From an optimization exercise on the open Yosys and OpenROAD flow, aimed at small area, a short achievable clock period and few clock cycles per item; shortcuts taken in it are not production practice.
Only simulation tests tie the RTL to the original design; equivalence was not proved.

## alpha
Design seq_mac_unit, start of the top module:
module seq_mac_unit (
    input  logic        clk_i,
    input  logic        rst_i,
    input  logic        MUL_Start_STRB_i,
    input  logic [81:0] a_i,
    input  logic [81:0] b_i,
    input  logic [81:0] acc_i,
    output logic        MUL_Done_STRB_o,
    output logic [81:0] out_o,
    output logic        busy_o
);
    localparam int K = 14;
    localparam int NSTEP = 3;
    localparam int CNTW = $clog2(NSTEP + 1);
    logic [40:0]  A_q;
    logic [28:0] B_q;    
    logic [81:0]  P_q;
    logic [41:0] c_q;
    logic         rc_q;
    logic [K-1:0] RC_q;
    logic         busy_q, done_q, fin_q;
    logic [CNTW-1:0] cnt_q;
    logic [6:0] x1_q, x2_q, neg_q;
    logic [6:0] x1b_q, x2b_q, negb_q;
    logic [6:0] x1_n, x2_n, neg_n;    
    logic [K:0] nb;
    logic [41:0] ax;
    assign ax = {A_q[40], A_q};
    logic [41:0] pp0;
    logic [41:0] pp1;
    logic [41:0] pp2;
    logic [41:0] pp3;
    logic [41:0] pp4;
    logic [41:0] pp5;
    logic [41:0] pp6;
    assign nb = busy_q ? B_q[14:0] : {b_i[13:0], 1'b0};
    assign x1_n[0]  = nb[0] ^ nb[1];
    assign x2_n[0]  = (nb[2] & ~nb[1] & ~nb[0]) | (~nb[2] & nb[1] & nb[0]);
    assign neg_n[0] = nb[2];
    assign pp0[20:0]  = (({21{x1_q[0]}} & ax[20:0]) | ({21{x2_q[0]}} & {ax[19:0], 1'b0})) ^ {21{neg_q[0]}};
    assign pp0[41:21] = (({21{~x1b_q[0]}} & ax[41:21]) | ({21{~x2b_q[0]}} & ax[40:20])) ^ {21{~negb_q[0]}};
    assign x1_n[1]  = nb[2] ^ nb[3];
    assign x2_n[1]  = (nb[4] & ~nb[3] & ~nb[2]) | (~nb[4] & nb[3] & nb[2]);
    assign neg_n[1] = nb[4];
    assign pp1[20:0]  = (({21{x1_q[1]}} & ax[20:0]) | ({21{x2_q[1]}} & {ax[19:0], 1'b0})) ^ {21{neg_q[1]}};
    assign pp1[41:21] = (({21{~x1b_q[1]}} & ax[41:21]) | ({21{~x2b_q[1]}} & ax[40:20])) ^ {21{~negb_q[1]}};
    assign x1_n[2]  = nb[4] ^ nb[5];
    assign x2_n[2]  = (nb[6] & ~nb[5] & ~nb[4]) | (~nb[6] & nb[5] & nb[4]);
    assign neg_n[2] = nb[6];
    assign pp2[20:0]  = (({21{x1_q[2]}} & ax[20:0]) | ({21{x2_q[2]}} & {ax[19:0], 1'b0})) ^ {21{neg_q[2]}};
    assign pp2[41:21] = (({21{~x1b_q[2]}} & ax[41:21]) | ({21{~x2b_q[2]}} & ax[40:20])) ^ {21{~negb_q[2]}};
    assign x1_n[3]  = nb[6] ^ nb[7];
    assign x2_n[3]  = (nb[8] & ~nb[7] & ~nb[6]) | (~nb[8] & nb[7] & nb[6]);
    assign neg_n[3] = nb[8];
  ...
Size: roughly 330 I/O pins, roughly 0.023 mm² of cells after synthesis.
clock: 8.0 ns
lec_check: 0
cap_margin: 20
core_margin: 2
core_utilization: 50
setup_slack_margin: 4.35
slew_margin: 20
synth_hierarchical: 1
standard.sh (not shown) runs the stock make flow with config.mk's settings and CLKGATE_MAP_FILE= SYNTH_SCRIPT=/design/flow/synth_recipe.tcl, a recipe that flattens the netlist after the stock synthesis.
==> flow/flow/run.sh <==
#!/bin/bash
# Own flow: the standard layout (standard.sh, unchanged synthesis and
# steps), with one change: the port buffers that ORFS inserts before global
# placement are plain sky130_fd_sc_hd__buf_1 cells instead of the default
# choice. Every input and output port still gets its own buffer.
# The full make output goes to standard.log; ORFS's per-step logs stay
# under orfs/logs/.
set -euo pipefail
bash standard.sh "BUFFER_PORTS_ARGS=-buffer_cell sky130_fd_sc_hd__buf_1" finish > standard.log 2>&1
alpha completed; timing, DRC and antenna clean
Testbench counts of alpha, summed over its fixed seeds: cycles 16,000, ops 3,200.
Input-level comparison between beta and alpha:
# alpha
export LEC_CHECK = 0
export CAP_MARGIN = 20
export CORE_MARGIN = 2
export CORE_UTILIZATION = 50
export SETUP_SLACK_MARGIN = 4.35
export SLEW_MARGIN = 20
export SYNTH_HIERARCHICAL = 1
create_clock -name core_clock -period 8.0 [get_ports {clk_i}]
# beta
export LEC_CHECK = 0
export CAP_MARGIN = 20
export CORE_MARGIN = 2
export CORE_UTILIZATION = 50
export CTS_BUF_LIST = sky130_fd_sc_hd__clkbuf_8
export SETUP_SLACK_MARGIN = 4.3
export SLEW_MARGIN = 20
export SYNTH_HIERARCHICAL = 1
create_clock -name core_clock -period 8.0 [get_ports {clk_i}]
### Flow results
beta ran to completion and came out clean on the timing, design-rule and antenna checks. Count of flip-flops and latches: alpha vs beta identical. Comparing the two runs side by side, beta comes out behind alpha on final critical-path required period. Compared to alpha, the router laid down more metal wire for beta. beta — clock skew 0.034 ns higher, alpha as reference. When beta is set beside alpha, its logic depth of the worst path, buffers included turns out to be 10 smaller. The data required time of the critical path in beta sits 0.04 ns above the value recorded for alpha. Compared to alpha, beta has area added between synthesis and finish 0.39 points lower. Re post-route core utilization: alpha and beta aren't equal, and the higher value belongs to alpha.

static timing again, ports no longer ideal:
Ports are ideal in the flow. The routed layouts listed here were re-timed in OpenROAD. Step 1, drivers: a clkbuf_16 drives clk_i and a buf_2 each remaining input, both assumed. Step 2 also shifts input and output timing later by t, the mid clock arrival at the registers, as if the neighbouring blocks saw the same clock. a / b / c = ideal / step 1 / step 2; a / b = the first two.
run	t (ns)	slack for setup (ns)	worst setup path at the end	latest minus earliest clock arrival (ns)	cell pins on the clock port's net
alpha	0.657	4.379 / 4.379 / 4.379	register to register	0.020 / 0.020	1
beta	0.722	4.305 / 4.305 / 4.305	register to register	0.054 / 0.053	1
After both steps setup and hold are still met in every run listed.
